What follows belongs to an exercise in optimizing a design on an open flow for small area, a short achievable clock period and few clock cycles per item; a production flow would make more cautious choices.
In this exercise RTL edits were held to simulation tests only and were not proved equivalent to the original.
Power and IR drop assume default switching activity.

**flow/run.sh**
```bash
#!/bin/bash
# synth_recipe.tcl (not shown) runs the flow's synth.tcl, then flattens the netlist and writes it again
# the make line also repeats each setting of config.mk as NAME=value (left out here)
make -C /OpenROAD-flow-scripts/flow DESIGN_CONFIG=/design/flow/config.mk WORK_HOME=/design/flow/orfs CLKGATE_MAP_FILE= SYNTH_SCRIPT=/design/flow/synth_recipe.tcl finish
```
**flow/design.v**
```verilog
package ffpa_pkg;
   localparam int MAX_EXTENTS_DEF     = 64;
   localparam int PAGE_INDEX_BITS_DEF = 20;
   localparam logic [1:0] ST_OK   = 2'd0;
   localparam logic [1:0] ST_MISS = 2'd1;
   localparam logic [1:0] ST_ZERO = 2'd2;
   localparam logic [1:0] ST_FULL = 2'd3;
   localparam logic [1:0] OP_ALLOC = 2'd0;
   localparam logic [1:0] OP_FREE  = 2'd1;
   localparam logic [1:0] OP_ADD   = 2'd2;
   localparam logic [1:0] OP_BAD   = 2'd3;
endpackage
module ffpa_cmp #(
   parameter int W = 8
) (
   input  logic [W-1:0] a,
   input  logic [W-1:0] b,
   input  logic         ci,
   output logic         co
);
   localparam int LG = (W > 1) ? $clog2(W) : 1;
   logic [W-1:0] g [LG+1];
   logic [W-1:0] p [LG+1];
   assign g[0] = a & ~b;
   assign p[0] = a | ~b;
   for (genvar l = 0; l < LG; l++) begin : g_lvl
      for (genvar i = 0; i < W; i++) begin : g_bit
         if (i >= (1 << l)) begin : g_op
            assign g[l+1][i] = g[l][i] | (p[l][i] & g[l][i - (1 << l)]);
            assign p[l+1][i] = p[l][i] & p[l][i - (1 << l)];
         end else begin : g_pass
            assign g[l+1][i] = g[l][i];
            assign p[l+1][i] = p[l][i];
         end
      end
   end
   assign co = g[LG][W-1] | (p[LG][W-1] & ci);
endmodule
module ffpa_add #(
   parameter int W = 8
) (
   input  logic [W-1:0] a,
   input  logic [W-1:0] b,
   input  logic         ci,
   output logic [W-1:0] s
);
   localparam int LG = (W > 1) ? $clog2(W) : 1;
   logic [W-1:0] g [LG+1];
   logic [W-1:0] p [LG+1];
   logic [W-1:0] c;
   assign g[0] = a & b;
   assign p[0] = a | b;
   for (genvar l = 0; l < LG; l++) begin : g_lvl
      for (genvar i = 0; i < W; i++) begin : g_bit
         if (i >= (1 << l)) begin : g_op
            assign g[l+1][i] = g[l][i] | (p[l][i] & g[l][i - (1 << l)]);
            assign p[l+1][i] = p[l][i] & p[l][i - (1 << l)];
         end else begin : g_pass
            assign g[l+1][i] = g[l][i];
            assign p[l+1][i] = p[l][i];
         end
      end
   end
   assign c[0] = ci;
   for (genvar i = 1; i < W; i++) begin : g_c
      assign c[i] = g[LG][i-1] | (p[LG][i-1] & ci);
   end
   assign s = a ^ b ^ c;
endmodule
import ffpa_pkg::*;
module ffpa_datapath #(
   parameter int MAX_EXTENTS     = ffpa_pkg::MAX_EXTENTS_DEF,
   parameter int PAGE_INDEX_BITS = ffpa_pkg::PAGE_INDEX_BITS_DEF
) (
   input  logic                         clock,
   input  logic                         reset,
   input  logic                         start,
   output logic                         busy,
   input  logic [1:0]                   req_opcode,
   input  logic [PAGE_INDEX_BITS-1:0]   req_base_page,
   input  logic [PAGE_INDEX_BITS:0]     req_page_count,
   output logic                         rsp_strobe,
   output logic [1:0]                   rsp_status,
   output logic [PAGE_INDEX_BITS-1:0]   rsp_result_page,
   output logic [PAGE_INDEX_BITS:0]     rsp_free_total
);
   localparam int N  = MAX_EXTENTS;
   localparam int PW = PAGE_INDEX_BITS;
   localparam int LW = PAGE_INDEX_BITS + 1;
   localparam int LG = $clog2(MAX_EXTENTS);
   logic [PW-1:0] st_q [N];
   logic [LW-1:0] ln_q [N];
   logic [N-1:0]  vld_q;
   logic [LW-1:0] total_q;
   logic          strobe_q;
   logic [1:0]    status_q;
   logic [PW-1:0] page_q;
   logic          s2_q;                   
   logic [1:0]    op_q;
   logic [PW-1:0] base_q;
   logic [LW-1:0] req_q, cnt_q;
   logic [N-1:0]  ge_q;
   logic          in_alloc;
   logic [LW-1:0] room, in_cnt;
   logic          over;
   assign in_alloc = (req_opcode == OP_ALLOC);
   ffpa_add #(.W(LW)) u_room (
      .a ({1'b1, {PW{1'b0}}}), .b ({1'b1, ~req_base_page}), .ci (1'b1), .s (room)
   );
   ffpa_cmp #(.W(LW)) u_over (.a (req_page_count), .b (room), .ci (1'b0), .co (over));
   assign in_cnt = (!in_alloc && over) ? room : req_page_count;
   logic [LW-1:0] cmp_q;
   logic [N-1:0]  f, key, in_ge;
   assign cmp_q = in_alloc ? req_page_count : {1'b0, req_base_page};
   for (genvar i = 0; i < N; i++) begin : g_cmp
      ffpa_cmp #(.W(LW)) u_cmp (
         .a  (in_alloc ? ln_q[i] : {1'b0, st_q[i]}),
         .b  (cmp_q),
         .ci (in_alloc),
         .co (f[i])
      );
      assign key[i] = in_alloc ? (vld_q[i] & f[i]) : (~vld_q[i] | f[i]);
   end
   logic [N-1:0] pre [LG+1];
   assign pre[0] = key;
   for (genvar l = 0; l < LG; l++) begin : g_lvl
      for (genvar i = 0; i < N; i++) begin : g_bit
         if (i >= (1 << l)) begin : g_or
            assign pre[l+1][i] = pre[l][i] | pre[l][i - (1 << l)];
         end else begin : g_pass
            assign pre[l+1][i] = pre[l][i];
         end
      end
   end
   assign in_ge = pre[LG];
   always_ff @(posedge clock) begin
      op_q   <= req_opcode;
      base_q <= req_base_page;
      req_q  <= req_page_count;
      cnt_q  <= in_cnt;
      ge_q   <= in_ge;
   end
   always_ff @(posedge clock) begin
      if (reset) begin
         s2_q <= 1'b0;
      end else begin
         s2_q <= start & ~s2_q;
      end
   end
   assign busy = s2_q;
   logic          go, is_alloc, is_free, is_bad, zero;
   logic [N-1:0]  ge, oh, pm;
   assign go       = s2_q & ~reset;
   assign is_alloc = (op_q == OP_ALLOC);
   assign is_free  = (op_q == OP_FREE);
   assign is_bad   = (op_q == OP_BAD);
   assign zero     = (cnt_q == '0);
   assign ge = ge_q;                             
   assign oh = ge & ~{ge[N-2:0], 1'b0};          
   assign pm = {1'b1, ge[N-1:1]} & ~ge;          
   logic [PW-1:0] cur_st, prv_st;
   logic [LW-1:0] cur_ln, prv_ln;
   logic          cur_vld;
   always_comb begin
      cur_st  = '0;
      cur_ln  = '0;
      prv_st  = '0;
      prv_ln  = '0;
      for (int i = 0; i < N; i++) begin
         cur_st = cur_st | (st_q[i] & {PW{oh[i]}});
         cur_ln = cur_ln | (ln_q[i] & {LW{oh[i]}});
         prv_st = prv_st | (st_q[i] & {PW{pm[i]}});
         prv_ln = prv_ln | (ln_q[i] & {LW{pm[i]}});
      end
   end
   assign cur_vld = |(oh & vld_q);
   logic [PW+1:0] pa, pb, pk, pr;
   logic [LW-1:0] na, nb, nk, nr;
   logic          prev_eq, next_eq;
   always_comb begin
      pa = {2'b00, prv_st};
      pb = {1'b0, prv_ln};
      pk = {2'b00, base_q};
      pr[0] = 1'b0;
      for (int i = 1; i < PW + 2; i++) begin
         pr[i] = (pa[i-1] ^ pb[i-1]) ? ~pk[i-1] : pa[i-1];
      end
      prev_eq = ((pa ^ pb ^ pk) == pr);
      na = {1'b0, base_q};
      nb = cnt_q;
      nk = {1'b0, cur_st};
      nr[0] = 1'b0;
      for (int i = 1; i < LW; i++) begin
         nr[i] = (na[i-1] ^ nb[i-1]) ? ~nk[i-1] : na[i-1];
      end
      next_eq = ((na ^ nb ^ nk) == nr);
   end
   logic hit, exact, prev_m, next_m, full;
   assign hit    = ge[N-1];
   assign exact  = (cur_ln == req_q);
   assign prev_m = is_free & ~ge[0] & prev_eq;
   assign next_m = is_free & cur_vld & next_eq;
   assign full   = vld_q[N-1];
   logic ok, a_upd, a_rm, fa, both, ponly, nonly, ins;
   assign ok    = go & ~is_bad & ~zero;
   assign a_upd = ok & is_alloc & hit & ~exact;
   assign a_rm  = ok & is_alloc & hit & exact;
   assign fa    = ok & ~is_alloc;
   assign both  = fa & prev_m & next_m;
   assign ponly = fa & prev_m & ~next_m;
   assign nonly = fa & ~prev_m & next_m;
   assign ins   = fa & ~prev_m & ~next_m & ~full;
   logic [PW-1:0] w_st;
   logic [LW-1:0] w_ln, a_ln, p_ln, pn_ln, n_ln;
   logic [PW-1:0] a_st;
   logic [LW-1:0] cs_s, cs_c;
   ffpa_add #(.W(PW)) u_ast (.a (cur_st), .b (req_q[PW-1:0]), .ci (1'b0), .s (a_st));
   ffpa_add #(.W(LW)) u_aln (.a (cur_ln), .b (~req_q), .ci (1'b1), .s (a_ln));
   ffpa_add #(.W(LW)) u_pln (.a (prv_ln), .b (cnt_q), .ci (1'b0), .s (p_ln));
   ffpa_add #(.W(LW)) u_nln (.a (cur_ln), .b (cnt_q), .ci (1'b0), .s (n_ln));
   assign cs_s = prv_ln ^ cnt_q ^ cur_ln;
   assign cs_c = {(prv_ln[LW-2:0] & cnt_q[LW-2:0]) | (prv_ln[LW-2:0] & cur_ln[LW-2:0]) |
                  (cnt_q[LW-2:0] & cur_ln[LW-2:0]), 1'b0};
   ffpa_add #(.W(LW)) u_pnln (.a (cs_s), .b (cs_c), .ci (1'b0), .s (pn_ln));
   always_comb begin
      if (is_alloc) begin
         w_st = a_st;
         w_ln = a_ln;
      end else if (prev_m) begin
         w_st = prv_st;
         w_ln = next_m ? pn_ln : p_ln;
      end else begin
         w_st = base_q;
         w_ln = next_m ? n_ln : cnt_q;
      end
   end
   logic [N-1:0] sel_w, sel_dn, sel_up, sel_h;
   assign sel_w  = ({N{a_upd | nonly | ins}} & oh) | ({N{both | ponly}} & pm);
   assign sel_dn = {N{a_rm | both}} & ge;
   assign sel_up = {N{ins}} & {ge[N-2:0], 1'b0};
   assign sel_h  = ~(sel_w | sel_dn | sel_up);
   for (genvar i = 0; i < N; i++) begin : g_ent
      localparam int UP = (i + 1 < N) ? i + 1 : i;
      localparam int DN = (i > 0) ? i - 1 : i;
      always_ff @(posedge clock) begin
         st_q[i] <= (w_st & {PW{sel_w[i]}}) | (st_q[UP] & {PW{sel_dn[i]}}) |
                    (st_q[DN] & {PW{sel_up[i]}}) | (st_q[i] & {PW{sel_h[i]}});
         ln_q[i] <= (w_ln & {LW{sel_w[i]}}) | (ln_q[UP] & {LW{sel_dn[i]}}) |
                    (ln_q[DN] & {LW{sel_up[i]}}) | (ln_q[i] & {LW{sel_h[i]}});
      end
   end
   always_ff @(posedge clock) begin
      if (reset) begin
         vld_q    <= '0;
         total_q  <= '0;
         strobe_q <= 1'b0;
      end else begin
         strobe_q <= s2_q;
         if (ins) begin
            vld_q <= {vld_q[N-2:0], 1'b1};
         end else if (a_rm | both) begin
            vld_q <= {1'b0, vld_q[N-1:1]};
         end
         if (a_upd | a_rm) begin
            total_q <= (total_q > req_q) ? total_q - req_q : '0;
         end else if (fa & (prev_m | next_m | ~full)) begin
            total_q <= ({1'b0, total_q} + {1'b0, cnt_q} > {1'b0, {LW{1'b1}}}) ? {LW{1'b1}}
                                                                           : total_q + cnt_q;
         end
      end
   end
   always_ff @(posedge clock) begin
      if (go) begin
         if (is_bad) begin
            status_q <= ST_MISS;
         end else if (zero) begin
            status_q <= ST_ZERO;
         end else if (is_alloc) begin
            status_q <= hit ? ST_OK : ST_MISS;
         end else begin
            status_q <= (prev_m | next_m | ~full) ? ST_OK : ST_FULL;
         end
         page_q <= (is_alloc & ~is_bad & ~zero & hit) ? cur_st : '0;
      end
   end
   assign rsp_strobe      = strobe_q;
   assign rsp_status      = status_q;
   assign rsp_result_page = page_q;
   assign rsp_free_total  = total_q;
endmodule
import ffpa_pkg::*;
module first_fit_page_allocator #(
   parameter int MAX_EXTENTS     = ffpa_pkg::MAX_EXTENTS_DEF,
   parameter int PAGE_INDEX_BITS = ffpa_pkg::PAGE_INDEX_BITS_DEF
) (
   input  logic                         clock,
   input  logic                         reset,
   input  logic                         start,
   output logic                         busy,
   input  logic [1:0]                   req_opcode,
   input  logic [PAGE_INDEX_BITS-1:0]   req_base_page,
   input  logic [PAGE_INDEX_BITS:0]     req_page_count,
   output logic                         rsp_strobe,
   output logic [1:0]                   rsp_status,
   output logic [PAGE_INDEX_BITS-1:0]   rsp_result_page,
   output logic [PAGE_INDEX_BITS:0]     rsp_free_total
);
   ffpa_datapath #(
      .MAX_EXTENTS     (MAX_EXTENTS),
      .PAGE_INDEX_BITS (PAGE_INDEX_BITS)
   ) u_dp (
      .clock           (clock),
      .reset           (reset),
      .start           (start),
      .busy            (busy),
      .req_opcode      (req_opcode),
      .req_base_page   (req_base_page),
      .req_page_count  (req_page_count),
      .rsp_strobe      (rsp_strobe),
      .rsp_status      (rsp_status),
      .rsp_result_page (rsp_result_page),
      .rsp_free_total  (rsp_free_total)
   );
endmodule
```
**flow/constraint.sdc**
```tcl
create_clock -name core_clock -period 10.0 [get_ports {clock}]
set_input_delay 2.0000 -clock core_clock [delete_from_list [all_inputs] [get_ports {clock}]]
set_output_delay 2.0000 -clock core_clock [all_outputs]
set_load 0.01 [all_outputs]
```
**flow/config.mk**
```make
export PLATFORM = sky130hd
export DESIGN_NAME = first_fit_page_allocator
export DESIGN_NICKNAME = first_fit_page_allocator
export VERILOG_FILES = /design/flow/design.v
export SDC_FILE = /design/flow/constraint.sdc
export NUM_CORES = 4
export LEC_CHECK = 0
export CAP_MARGIN = 20
export CORE_MARGIN = 2
export CORE_UTILIZATION = 40
export PLACE_DENSITY = 0.6
export SLEW_MARGIN = 20
```
==> impl_metrics.tcl, run 1 <==
set metrics [dict create \
    gp_congestion 1.485 \
    cts_root_buffer "clkbuf_16" \
    synth_xor_area_frac 0.009770 \
    synth_mux_area_frac 0.03117 \
    rows 266 \
    synth.distinct_cells 114 \
    synthAdderAreaFrac 0.03644 \
    synth_top_cell_by_area "dfxtp_1" \
    status "aborted with a tool error" \
    netlist_top_cells_area "dfxtp_1 27%, a22o_1 8.4%, a21oi_1 6.8%, nand2_1 4.6%, a22oi_1 4.3%" \
    tool.error "[ERROR GRT-0116] Global routing finished with congestion. Check the congestion regions in the DRC Viewer." \
    dp_hpwl_um 1961000 \
    synth_cells 27750 \
    seq_area_frac_synth 0.2722 \
    synthFlopType "dfxtp_1" \
    cts-buffers-inserted 361 \
    ctsHoldBuffers 0 \
    grt_pass1_vias 340564 \
    die_w_um 730.6 \
    synth_top_area_frac 0.2691 \
    io_pins 91 \
    synth_compound_area_frac 0.3690 \
    avgSynthCellArea_um2 7.610 \
    synth-simple-area-share 0.2092 \
    synth_area_um2 211200 \
    grt_max_degree 125 \
    post_cts_buffers 0 \
    ctsResizeCount 0 \
    grtUsageTotal 1.019 \
    ys_warn_count 13 \
    synth.ff_latch_count 2861 \
    clock-sinks 2861 \
    synth-async-reset-ratio 0 \
    dieHeight_um 730.6 \
    clock_path_buffers 4 \
    initial_utilization 0.4021 \
    synth_top_family_by_area "compound AO/OA/AOI/OAI gates" \
    syn_nets 28058 \
    grt_pass1_wl_um 3765000 \
    h-tree-depth 5 \
    port_buffers 90 \
    failing_step "global routing" \
    synth-edff-count 22 \
    grt-ovfl-total 26707 \
]
-- power by group through the flow --
stage                     Combinational (W)  Sequential (W)  Clock [W]
after detailed placement            0.00937          0.0132          0
after CTS                           0.00941          0.0130     0.0147
after global placement              0.00924          0.0132          0
after floorplan                     0.00406          0.0125          0
-- through the flow --
stage | instance area [um2] | util | worst slack (ns) | instances
after floorplan | 211200 | - | 3.217 | 27750
after global placement | 237700 | 0.4526 | -2.318 | 34356
after detailed placement | 238500 | 0.4541 | -0.1913 | 34398
after CTS | 251400 | 0.4786 | 0.8291 | 35068
-- layer usage --
metal,GRT usage,GRT overflow
met1,0.9963,4693
met2,1.079,11236
met3,0.9890,4860
met4,1.024,5388
met5,0.9074,530
-- cell usage after synthesis, types with 65 or more instances --
library cell	instances
ha_1	236
o2111ai_1	262
inv_1	647
or3_1	102
nor4b_1	65
mux2i_1	602
a22o_1	2036
a211oi_1	170
maj3_1	414
o211ai_1	193
buf_2	892
nor2_1	1396
o31ai_1	103
o22ai_1	300
a221o_1	249
a21oi_1	2853
nand2b_1	297
and3_1	165
nand2_1	2596
a221oi_1	470
buf_1	269
o21ai_0	1617
a22oi_1	1206
clkbuf_1	1725
and3b_1	564
nand4_1	304
o2111a_1	90
a2111oi_0	231
o2bb2ai_1	199
xnor2_1	156
nor4_1	107
dfxtp_1	2839
o221ai_1	142
buf_4	70
nand3b_1	822
nor2b_1	306
o21ai_1	366
nor3_1	284
a31oi_1	255
nand3_1	1037
-- worst min path at each step --
stage | start | endpoint | cells after the start
after floorplan | u_dp.st_q[13][12] | u_dp.st_q[13][12] | 2
after CTS | u_dp.st_q[3][5] | u_dp.st_q[4][5] | 2
after global placement | u_dp.st_q[3][5] | u_dp.st_q[4][5] | 2
after detailed placement | u_dp.st_q[3][5] | u_dp.st_q[4][5] | 2
-- kinds of logic after synthesis --
kind of cell | Yosys count
fa+ha+maj | 683
compound gates | 11300
simple gates | 8384
mux | 651
xor+xnor | 226
flops | 2861
buf+inv | 3645
Testbench counts, summed over its fixed seeds: cycles 24,008, requests 12,000.
==> run 2: changes to the inputs <==
--- a/flow/config.mk
+++ b/flow/config.mk
@@ -7,6 +7,6 @@
 export LEC_CHECK = 0
 export CAP_MARGIN = 20
 export CORE_MARGIN = 2
-export CORE_UTILIZATION = 40
-export PLACE_DENSITY = 0.6
+export CORE_UTILIZATION = 27
+export PLACE_DENSITY = 0.35
 export SLEW_MARGIN = 20
==> run 2 against run 1 <==
Against the previous run:
- the run again fails in global routing
- synthesized area unchanged
- synthesized cell count unchanged
==> impl_metrics.tcl, run 2 <==
set metrics [dict create \
    status "aborted with a tool error" \
    failing_step "global routing" \
    tool.error "[ERROR GRT-0116] Global routing finished with congestion. Check the congestion regions in the DRC Viewer." \
    clock-sinks 2861 \
    synth.distinct_cells 114 \
    grtUsageTotal 0.8492 \
    avgSynthCellArea_um2 7.610 \
    synth_cells 27750 \
    h-tree-depth 5 \
    synth-edff-count 22 \
    synth-async-reset-ratio 0 \
    dieHeight_um 888.4 \
    initial_utilization 0.2712 \
    dp_hpwl_um 2500000 \
    gp_congestion 1.317 \
    rows 324 \
    synthFlopType "dfxtp_1" \
    io_pins 91 \
    synth.ff_latch_count 2861 \
    syn_nets 28058 \
    synth_top_cell_by_area "dfxtp_1" \
    clock_path_buffers 4 \
    ys_warn_count 13 \
    synth_top_area_frac 0.2691 \
    seq_area_frac_synth 0.2722 \
    cts-buffers-inserted 398 \
    synthTopCellsByCount "2,853 x a21oi_1, 2,839 x dfxtp_1, 2,596 x nand2_1" \
    synth_area_um2 211200 \
    port_buffers 90 \
    grt_pass1_vias 329553 \
    netlist_top_cells_area "dfxtp_1 27%, a22o_1 8.4%, a21oi_1 6.8%, nand2_1 4.6%, a22oi_1 4.3%" \
    die_w_um 888.4 \
    grt_pass1_wl_um 4362000 \
    grt-ovfl-total 184 \
    grt_max_degree 97 \
    yosysMostFrequentCell "a21oi_1" \
    cts_root_buffer "clkbuf_16" \
]
-- run 2: metal layers --
metal / GRT overflow / GRT usage
met1: 11 / 0.8674
met4: 68 / 0.7941
met2: 45 / 0.9096
met3: 58 / 0.7947
met5: 2 / 0.6978
-- run 2: cell families after synthesis --
family                     count (synthesis)  share of synthesized area
AOI/OAI and AO/OA                      11300                     0.3690
DFF                                     2861                     0.2722
xor gates and xnor gates                 226                   0.009770
adders and majority gates                683                    0.03644
and+or+nand+nor                         8384                     0.2092
buffers and inverters                   3645                    0.07214
muxes                                    651                    0.03117
-- run 2: power by group through the flow --
stage               combinational (W)  sequential [W]  clock (W)
floorplan                     0.00406          0.0125          0
global placement               0.0115          0.0132          0
detailed placement             0.0115          0.0132          0
CTS                            0.0115          0.0129     0.0163
-- run 2: worst max path at each step --
stage | cells after the start | end | slack, ns | start
floorplan | 20 | u_dp.ge_q[63] | 3.22 | req_opcode[1]
global placement | 23 | u_dp.ge_q[62] | -1.36 | req_opcode[0]
detailed placement | 30 | u_dp.ln_q[22][17] | -0.22 | u_dp.ge_q[63]
CTS | 32 | u_dp.ln_q[22][17] | 0.14 | u_dp.ge_q[39]
-- run 2: stage by stage --
stage / setup slack [ns] / hold WS, ns / utilization / cell area, um2 / instances
after floorplan: 3.217 / 0.4491 / - / 211200 / 27750
after global placement: -1.365 / 0.4684 / 0.3261 / 253900 / 38842
after detailed placement: -0.2151 / 0.4718 / 0.3277 / 255200 / 38899
after CTS: 0.1356 / 0.4816 / 0.3460 / 269400 / 39637
-- run 2: timing repair --
item,in CTS
hold endpoints to repair,0
hold buffers,0
setup endpoints to repair,1
gates resized for setup,3
setup buffers,1
pin swaps,0
